This is an optimization exercise on Yosys and OpenROAD, whose aim is small area and a short achievable clock period, not a production implementation. The RTL was checked by simulation tests, not by an equivalence proof against the original design. Power and IR drop assume default switching activity.

[flow/run.sh]
#!/bin/bash
# synth_recipe.tcl (not shown) runs the flow's synth.tcl, then flattens the netlist and writes it again
# the make line also repeats each setting of config.mk as NAME=value (left out here)
make -C /OpenROAD-flow-scripts/flow DESIGN_CONFIG=/design/flow/config.mk WORK_HOME=/design/flow/orfs CLKGATE_MAP_FILE= SYNTH_SCRIPT=/design/flow/synth_recipe.tcl finish
[flow/config.mk]
export PLATFORM = sky130hd
export DESIGN_NAME = logo_key
export DESIGN_NICKNAME = logo_key
export VERILOG_FILES = /design/flow/design.v
export SDC_FILE = /design/flow/constraint.sdc
export NUM_CORES = 4
export LEC_CHECK = 0
export CAP_MARGIN = 20
export CORE_MARGIN = 2
export CORE_UTILIZATION = 40
export SLEW_MARGIN = 20
[flow/constraint.sdc]
create_clock -name core_clock -period 8.0 [get_ports {Pclk_Rx}]
set_input_delay 1.6000 -clock core_clock [delete_from_list [all_inputs] [get_ports {Pclk_Rx}]]
set_output_delay 1.6000 -clock core_clock [all_outputs]
set_load 0.01 [all_outputs]
[flow/design.v]
package logo_key_pkg;
  typedef struct packed {
    logic [8-1:0] hi;    
    logic [8-1:0] lo;    
    logic [8-1:0] key;   
  } logo_pixel_t;
  typedef struct packed {
    logic [12-1:0] x;
    logic [11-1:0] y;
  } raster_pos_t;
  typedef struct packed {
    logic [12-1:0] x_start;
    logic [11-1:0] y_start;
    logic [12-1:0] x_end;
    logic [11-1:0] y_end;
  } window_t;
  typedef struct packed {
    logic [10-1:0] hi;
    logic [10-1:0] lo;
  } video_word_t;
  typedef struct packed {
    logic f;
    logic v;
    logic h;
  } hvf_t;
  typedef enum logic [4-1:0] {
    REG_MODE    = 4'd0,
    REG_X_START = 4'd1,
    REG_Y_START = 4'd2,
    REG_X_END   = 4'd3,
    REG_Y_END   = 4'd4
  } reg_addr_e;
  typedef enum logic [2:0] {
    FS_IDLE,
    FS_FILL_FIRST,    
    FS_FILL_SECOND,   
    FS_REFILL         
  } fetch_state_e;
endpackage
`timescale 1ns/1ps
module raster_counter (
  input  logic                      Pclk_Rx,
  input  logic                      reset_n,
  input  logo_key_pkg::hvf_t        rx_hvf,
  input  logo_key_pkg::window_t     window,
  output logo_key_pkg::raster_pos_t pos,
  output logic                      frame_start,
  output logic                      in_window
);
  logic [12-1:0] x_cnt;
  logic [11-1:0] y_cnt;
  logic               h_d;   
  logic               v_d;
  logic               x_hit;
  logic               y_hit;
  always_ff @(posedge Pclk_Rx or negedge reset_n)
  begin
    if (!reset_n)
    begin
      x_cnt <= '0;
      y_cnt <= '0;
      h_d   <= 1'b0;
      v_d   <= 1'b0;
    end
    else
    begin
      h_d <= rx_hvf.h;
      v_d <= rx_hvf.v;
      if (rx_hvf.h)
        x_cnt <= '0;
      else
        x_cnt <= x_cnt + 1'b1;
      if (rx_hvf.h && !h_d)   
      begin
        if (rx_hvf.v)
          y_cnt <= '0;   
        else
          y_cnt <= y_cnt + 1'b1;
      end
    end
  end
  assign pos.x = x_cnt;
  assign pos.y = y_cnt;
  assign frame_start = v_d && !rx_hvf.v;
  assign x_hit = (x_cnt >= window.x_start) && (x_cnt < window.x_end);
  assign y_hit = (y_cnt >= window.y_start) && (y_cnt < window.y_end);
  assign in_window = !rx_hvf.h && !rx_hvf.v && x_hit && y_hit;
endmodule
`timescale 1ns/1ps
module key_regs (
  input  logic                    Pclk_Rx,
  input  logic                    reset_n,
  input  logic                    reg_wr,
  input  logic [4-1:0] reg_addr,
  input  logic [16-1:0]    reg_data,
  input  logic                    frame_start,
  output logo_key_pkg::window_t   window,
  output logic                    key_enable
);
  logo_key_pkg::window_t win_pend;   
  logic    en_pend;
  always_ff @(posedge Pclk_Rx or negedge reset_n)
  begin
    if (!reset_n)
    begin
      win_pend <= '0;
      en_pend  <= 1'b0;
    end
    else if (reg_wr)
    begin
      case (reg_addr)
        logo_key_pkg::REG_MODE:    en_pend          <= reg_data[0];
        logo_key_pkg::REG_X_START: win_pend.x_start <= reg_data[12-1:0];
        logo_key_pkg::REG_Y_START: win_pend.y_start <= reg_data[11-1:0];
        logo_key_pkg::REG_X_END:   win_pend.x_end   <= reg_data[12-1:0];
        logo_key_pkg::REG_Y_END:   win_pend.y_end   <= reg_data[11-1:0];
        default: ;   
      endcase
    end
  end
  always_ff @(posedge Pclk_Rx or negedge reset_n)
  begin
    if (!reset_n)
    begin
      window     <= '0;   
      key_enable <= 1'b0;
    end
    else if (frame_start)
    begin
      window     <= win_pend;
      key_enable <= en_pend;
    end
  end
endmodule
`timescale 1ns/1ps
module logo_fetch_fsm (
  input  logic Pclk_Rx,
  input  logic reset_n,
  input  logic frame_start,
  input  logic refill_need,
  input  logic mem_valid,
  output logic fetch_req,
  output logic fetch_restart
);
  logo_key_pkg::fetch_state_e state;
  logic [5:0]   word_cnt;     
  logic         pending;      
  logic         burst_done;
  assign burst_done = mem_valid && (word_cnt == 6'(48 - 1));
  always_ff @(posedge Pclk_Rx or negedge reset_n)
  begin
    if (!reset_n)
    begin
      state         <= logo_key_pkg::FS_IDLE;
      word_cnt      <= '0;
      pending       <= 1'b0;
      fetch_req     <= 1'b0;
      fetch_restart <= 1'b0;
    end
    else
    begin
      fetch_req     <= 1'b0;   
      fetch_restart <= 1'b0;
      if (frame_start)
      begin
        state         <= logo_key_pkg::FS_FILL_FIRST;
        word_cnt      <= '0;
        pending       <= 1'b0;
        fetch_req     <= 1'b1;
        fetch_restart <= 1'b1;
      end
      else
      begin
        if (mem_valid)
          word_cnt <= burst_done ? '0 : word_cnt + 1'b1;
        case (state)
          logo_key_pkg::FS_IDLE:
            if (refill_need)
            begin
              fetch_req <= 1'b1;
              state     <= logo_key_pkg::FS_REFILL;
            end
          logo_key_pkg::FS_FILL_FIRST:
          begin
            if (refill_need)
              pending <= 1'b1;
            if (burst_done)
            begin
              fetch_req <= 1'b1;   
              state     <= logo_key_pkg::FS_FILL_SECOND;
            end
          end
          default:  
            if (burst_done)
            begin
              if (pending || refill_need)
              begin
                fetch_req <= 1'b1;
                pending   <= 1'b0;
                state     <= logo_key_pkg::FS_REFILL;
              end
              else
                state <= logo_key_pkg::FS_IDLE;
            end
            else if (refill_need)
              pending <= 1'b1;
        endcase
      end
    end
  end
endmodule
`timescale 1ns/1ps
module logo_buffer (
  input  logic                      Pclk_Rx,
  input  logic                      reset_n,
  input  logic                      frame_start,
  input  logic                      in_window,
  input  logic                      mem_valid,
  input  logo_key_pkg::logo_pixel_t mem_pixel,
  output logo_key_pkg::logo_pixel_t logo_pixel,
  output logic                      refill_need
);
  localparam int PTR_W = $clog2(96);
  localparam logic [PTR_W-1:0] LAST = PTR_W'(96 - 1);
  localparam logic [PTR_W-1:0] HALF_LAST = PTR_W'(48 - 1);
  logic [3*8-1:0] ring [0:96-1];
  logic [PTR_W-1:0] wr_ptr;
  logic [PTR_W-1:0] rd_ptr;
  always_ff @(posedge Pclk_Rx)
  begin
    if (mem_valid)
      ring[wr_ptr] <= mem_pixel;
  end
  assign logo_pixel = ring[rd_ptr];   
  always_ff @(posedge Pclk_Rx or negedge reset_n)
  begin
    if (!reset_n)
    begin
      wr_ptr      <= '0;
      rd_ptr      <= '0;
      refill_need <= 1'b0;
    end
    else if (frame_start)
    begin
      wr_ptr      <= '0;
      rd_ptr      <= '0;
      refill_need <= 1'b0;
    end
    else
    begin
      if (mem_valid)
        wr_ptr <= (wr_ptr == LAST) ? '0 : wr_ptr + 1'b1;
      if (in_window)
        rd_ptr <= (rd_ptr == LAST) ? '0 : rd_ptr + 1'b1;
      refill_need <= in_window && (rd_ptr == HALF_LAST || rd_ptr == LAST);
    end
  end
endmodule
`timescale 1ns/1ps
module video_keyer (
  input  logic                      Pclk_Rx,
  input  logic                      reset_n,
  input  logo_key_pkg::video_word_t rx_data,
  input  logo_key_pkg::hvf_t        rx_hvf,
  input  logo_key_pkg::logo_pixel_t logo_pixel,
  input  logic                      key_on,
  output logo_key_pkg::video_word_t tx_data,
  output logo_key_pkg::hvf_t        tx_hvf
);
  logo_key_pkg::video_word_t s1_video;
  logo_key_pkg::logo_pixel_t s1_logo;
  logic        s1_key_on;
  logo_key_pkg::hvf_t        s1_hvf;
  function automatic logic [8-1:0] blend8(input logic [7:0] fg,
                                                   input logic [7:0] bg,
                                                   input logic [7:0] key);
    logic [16:0] fg_term;
    logic [16:0] bg_term;
    logic [16:0] acc;
    fg_term = {9'd0, fg} * {9'd0, key};
    bg_term = {9'd0, bg} * (17'd256 - {9'd0, key});
    acc = fg_term + bg_term;
    blend8 = acc[15:8];
  endfunction
  always_ff @(posedge Pclk_Rx or negedge reset_n)
  begin
    if (!reset_n)
    begin
      s1_video  <= '0;
      s1_key_on <= 1'b0;
      s1_hvf    <= '0;
      tx_data   <= '0;
      tx_hvf    <= '0;
    end
    else
    begin
      s1_video  <= rx_data;
      s1_key_on <= key_on;
      s1_hvf    <= rx_hvf;
      if (s1_key_on)
      begin
        tx_data.hi <= {blend8(s1_logo.hi, s1_video.hi[9:2], s1_logo.key), 2'b11};
        tx_data.lo <= {blend8(s1_logo.lo, s1_video.lo[9:2], s1_logo.key), 2'b11};
      end
      else
        tx_data <= s1_video;
      tx_hvf <= s1_hvf;
    end
  end
  always_ff @(posedge Pclk_Rx)
  begin
    s1_logo <= logo_pixel;
  end
endmodule
`timescale 1ns/1ps
module logo_key (
  input  logic                      Pclk_Rx,
  input  logic                      reset_n,
  input  logic [2*10-1:0] rx_data,     
  input  logic [2:0]                rx_hvf,      
  input  logic                      reg_wr,
  input  logic [4-1:0] reg_addr,
  input  logic [16-1:0]      reg_data,
  input  logic                      mem_valid,
  input  logic [3*8-1:0]   mem_pixel,   
  output logic [2*10-1:0] tx_data,     
  output logic [2:0]                tx_hvf,      
  output logic                      fetch_req,
  output logic                      fetch_restart
);
  logo_key_pkg::video_word_t rx_word;
  logo_key_pkg::hvf_t        rx_sync;
  logo_key_pkg::logo_pixel_t mem_word;
  logo_key_pkg::video_word_t tx_word;
  logo_key_pkg::hvf_t        tx_sync;
  assign rx_word  = rx_data;
  assign rx_sync  = rx_hvf;
  assign mem_word = mem_pixel;
  assign tx_data  = tx_word;
  assign tx_hvf   = tx_sync;
  logo_key_pkg::window_t     window;
  logo_key_pkg::logo_pixel_t logo_pixel;
  logic        frame_start;
  logic        in_window;
  logic        key_enable;
  logic        key_on;
  logic        refill_need;
  raster_counter u_raster_counter (
    .Pclk_Rx     (Pclk_Rx),
    .reset_n     (reset_n),
    .rx_hvf      (rx_sync),
    .window      (window),
    .pos         (),
    .frame_start (frame_start),
    .in_window   (in_window)
  );
  key_regs u_key_regs (
    .Pclk_Rx     (Pclk_Rx),
    .reset_n     (reset_n),
    .reg_wr      (reg_wr),
    .reg_addr    (reg_addr),
    .reg_data    (reg_data),
    .frame_start (frame_start),
    .window      (window),
    .key_enable  (key_enable)
  );
  logo_fetch_fsm u_logo_fetch_fsm (
    .Pclk_Rx       (Pclk_Rx),
    .reset_n       (reset_n),
    .frame_start   (frame_start),
    .refill_need   (refill_need),
    .mem_valid     (mem_valid),
    .fetch_req     (fetch_req),
    .fetch_restart (fetch_restart)
  );
  logo_buffer u_logo_buffer (
    .Pclk_Rx     (Pclk_Rx),
    .reset_n     (reset_n),
    .frame_start (frame_start),
    .in_window   (in_window),
    .mem_valid   (mem_valid),
    .mem_pixel   (mem_word),
    .logo_pixel  (logo_pixel),
    .refill_need (refill_need)
  );
  assign key_on = in_window && key_enable;
  video_keyer u_video_keyer (
    .Pclk_Rx    (Pclk_Rx),
    .reset_n    (reset_n),
    .rx_data    (rx_word),
    .rx_hvf     (rx_sync),
    .logo_pixel (logo_pixel),
    .key_on     (key_on),
    .tx_data    (tx_word),
    .tx_hvf     (tx_sync)
  );
endmodule
==> qor.csv <==
stage,metric,value,unit
run_status,outcome,finished clean,
global_route,GRT overflow,0,
critical_path,R2R setup slack,0.81,ns
timing,skew final,0.1090,ns
floorplan,Die H,516.8,um
yosys,number of flops mapped to enable cells by yosys,2304,
timing,setup violators final,0,
yosys,Synthesized Nets,5668,
route,Routed WL,254.3,mm
timing,TNS Setup,0,ns
global_route,vias in the first global route,52121,
hold_path,Hold Path Sink,u_video_keyer.tx_hvf[2],
yosys,Yosys cell types,55,
place,I/O Buffers,91,
run,max cap viols,0,
global_route,largest net degree at the start of global routing,140,
critical_path,Crit path buffers/inverters,5,
global_route,Tot GR Track Use,0.1910,
cells_and_area,area delta synth->final,14.39,%
critical_path,"Largest stage delay, worst path",0.57,ns
yosys,Synth Warn #,5,
timing,period utilization,0.8987,
critical_path,CP max FO,7,
critical_path,crit path kind,flip-flop to flip-flop,
cells_and_area,"Core Util, Final",0.4592,
floorplan,num rows,188,
clock_tree,postcts setup bufs,0,
power,Leak Pwr,39.18,nW
yosys,synthesized cell area,0.1052,mm2
floorplan,Die Span X,516.8,um
critical_path,Critical R2R Launch,u_video_keyer.s1_logo[0],
route,Vias/cell,5.474,
clock_tree,CTS resizes,0,
cells_and_area,design area,0.1203,mm2
timing,Max Freq,0.1391,GHz
clock_tree,CTS tree,built,
route,DRC,0,
cells_and_area,layout cell share with drive strength beyond 1,0.2544,
global_route,initial antenna violation count,24,
clock_tree,Worst-Skew Late Latency,0.97,ns
floorplan,Initial Utilization,0.4014,
clock_tree,Max H-tree Level,5,
timing,RSZ-0062 raised after global routing,false,
global_route,global-route wire length before repair,366.4,mm
yosys,Synth Register Bits,2518,
route,via count,50376,
power,peak supply drop,0.0006232,V
timing,Max-slew headroom,0.2398,
route,1st-pass router iterations,7,
cells_and_area,fill count,21954,
critical_path,"delay-heaviest family, CP",adder cells,
route,iteration-0 DRC count of the detailed router,5125,
hold_path,hold path depth,0,
clock_tree,"CTS clk-pin slew, worst paths",0.07,ns
critical_path,Worst EP arrival,7.98,ns
route,Routed Antenna Nets,0,
clock_tree,hold_buf cts,0,
floorplan,total die area,0.2671,mm2
cells_and_area,NumNets Final,5920,
clock_tree,clk sinks,2518,
critical_path,CP max stage cell,fa_1,
yosys,post-synthesis async set-or-reset flop share,0.07546,
clock_tree,CTS root buffer,clkbuf_16,
critical_path,CP most frequent cell,fa_1,
timing,Final Hold Fails,0,
timing,Min Hold Slack,0.3491,ns
power,Power Total,34.99,mW
power,Power Density,290.8,mW/mm2
place,GPL Wtd Cong,0.7871,
critical_path,FF-to-FF End,u_video_keyer.tx_data[9],
timing,actual slew at the worst max-slew pin,1.138,ns
critical_path,CP Data Required Time,8.79,ns
critical_path,R2R cell count,26,
yosys,Syn Inst Count,5224,
route,per-cell routed wire length,27.63,um
hold_path,hold path start,u_video_keyer.s1_hvf[2],
yosys,synthesized area per cell,20.14,um2
timing,Max Slew Vio Count,0,
floorplan,IO Pins,96,
place,post-DP HPWL,140.1,mm
place,Placement Cell Area,0.1110,mm2
critical_path,Critical Path End Type,flip-flop,
hold_path,worst min path class,flip-flop to flip-flop,
critical_path,startpoint class of the critical path,flip-flop,
clock_tree,maximum clock insertion buffer count,4,
clock_tree,Num CTS Buffers,285,
yosys,post-synthesis sequential area ratio,0.7075,
timing,Final min period,7.190,ns
yosys,top_reg_cell synth,edfxtp_1,
floorplan,Core Area,0.2620,mm2
[worst reg2reg max path, stage by stage, from the launching register on]
cell and delay [ns]:
dfxtp_1 0.31, inv_1 0.07, ha_1 0.18, nand2_1 0.08, or3_1 0.36, xor2_1 0.23, buf_4 0.20, nand2_1 0.07
fa_1 0.48, fa_1 0.51, inv_1 0.05, fa_1 0.57, fa_1 0.45, fa_1 0.49, inv_1 0.05, fa_1 0.48
inv_1 0.04, ha_1 0.19, nor3_1 0.20, o211ai_1 0.16, a31oi_1 0.31, o21bai_1 0.22, a2111o_1 0.50, and3_1 0.16
a311oi_1 0.33, mux2i_1 0.24, a22oi_1 0.11
[per-layer routing]
metal / vias up / wire length (um) / track usage
li1: 21134 / - / -
met1: 27245 / 106100 / 0.2649
met2: 1659 / 125000 / 0.3119
met3: 334 / 17330 / 0.03377
met4: 4 / 5862 / 0.05190
met5: - / 26 / 0
[worst max-delay path by stage]
stage	slack [ns]	endpoint	cells after the start	start
after floorplan	1.21	u_video_keyer.tx_data[9]	26	u_video_keyer.s1_logo[3]
after global placement	0.82	u_video_keyer.tx_data[9]	26	u_video_keyer.s1_logo[0]
after detailed placement	0.79	u_video_keyer.tx_data[9]	26	u_video_keyer.s1_logo[0]
after CTS	0.75	u_video_keyer.tx_data[9]	26	u_video_keyer.s1_logo[0]
after global routing	0.40	u_video_keyer.tx_data[9]	26	u_video_keyer.s1_logo[0]
final	0.81	u_video_keyer.tx_data[9]	26	u_video_keyer.s1_logo[0]
[stage by stage]
step	cells	setup WS [ns]
finish	9203	0.8102
detailed placement	8682	0.7924
CTS	9174	0.7518
global route	9197	0.4040
floorplan	5224	1.214
global placement	8680	0.8170
[cells by family (layout without fill, tap and decap cells)]
logic type / Yosys count / count (layout) / share of synthesized area
buffers and inverters: 582 / 1039 / 0.02176
muxes: 810 / 810 / 0.1663
adders and majority gates: 373 / 373 / 0.05864
AOI/OAI and AO/OA: 169 / 169 / 0.009730
and+or+nand+nor: 718 / 718 / 0.03158
DFF: 2518 / 2518 / 0.7075
other: 0 / 7 / 0
xor gates and xnor gates: 54 / 54 / 0.004496
[synth_stat cells (all sizes together), types with 14 or more instances]
library cell / count / area (um2)
edfxtp: 2304 / 69190
mux4: 744 / 16760
inv: 331 / 1242
nand2: 284 / 1066
fa: 200 / 4004
dfrtp: 190 / 4755
ha: 173 / 2165
nor2: 168 / 630.6
and2: 145 / 907.1
clkbuf: 143 / 536.8
buf: 107 / 505.5
o21ai: 68 / 340.3
mux2: 60 / 675.7
xnor2: 31 / 271.5
a31oi: 29 / 181.4
nand3: 28 / 140.1
a21oi: 26 / 130.1
dfxtp: 24 / 480.5
xor2: 23 / 201.4
nor3: 20 / 100.1
nor2b: 14 / 87.58
[placed cells by master, fill, tap and decap left out, drive strengths merged, types with 28 or more instances in the layout]
master            n
mux4            744
a31oi            29
clkdlybuf4s50    66
fa              200
xnor2            31
ha              173
clkbuf          349
and2            145
nand2           284
inv             342
nand3            28
nor2            168
o21ai            68
buf             149
clkinv          100
dfrtp           190
mux2             60
edfxtp         2304
[state kept, by name (all words and copies together), names as in the netlist, 6 cells and up]
register / count
u_logo_buffer.ring: 2304
u_key_regs.win_pend: 46
u_key_regs.window: 46
u_video_keyer.s1_logo: 24
u_video_keyer.s1_video: 20
u_video_keyer.tx_data: 20
u_raster_counter.x_cnt: 12
u_raster_counter.y_cnt: 11
u_logo_buffer.rd_ptr: 7
u_logo_buffer.wr_ptr: 7
u_logo_fetch_fsm.word_cnt: 6
[cell type report]
| cell class | instances | area [um2] | area share |
|---|---|---|---|
| inverter | 332 | 1249 | 0.01038 |
| tap | 3515 | 4398 | 0.03655 |
| antenna | 7 | 17.52 | 0.0001456 |
| clock inverter | 143 | 1306 | 0.01086 |
| clock buffer | 349 | 7473 | 0.06211 |
| multi-input combinational | 2124 | 29140 | 0.2422 |
| timing repair buffer | 215 | 2298 | 0.01910 |
| sequential | 2518 | 74440 | 0.6187 |
[where the power goes]
part | total [mW] | switching, mW | internal (mW)
Sequential | 14.7 | 0.136 | 14.6
Clock | 12.4 | 5.11 | 7.33
Combinational | 7.84 | 4.45 | 3.39

separate check: timing with driven ports:
How much do the figures lean on ideal ports? The routed layout below was timed once more, with nothing changed but the port constraints. Step 1 (the two cells are an assumption about what drives the block):
set clk [get_ports {Pclk_Rx}]
set_driving_cell -lib_cell sky130_fd_sc_hd__clkbuf_16 $clk
set_driving_cell -lib_cell sky130_fd_sc_hd__buf_2 [delete_from_list [all_inputs] $clk]
Step 2 times the ports against the registers' clock, not the clock port: input delays grow and output delays shrink by t, the midpoint of the rising clock arrivals with the driver on. a / b / c = ideal / step 1 / step 2; a / b = the first two.
t, ns: 1.002
slack for setup (ns): 0.810 / 0.810 / 0.810
worst slew at a driven data input, ns: 0.09
After both steps setup and hold are still met in this run. The setup slack of this run moves by 0.000 ns with the drivers and by 0.000 ns with both steps.
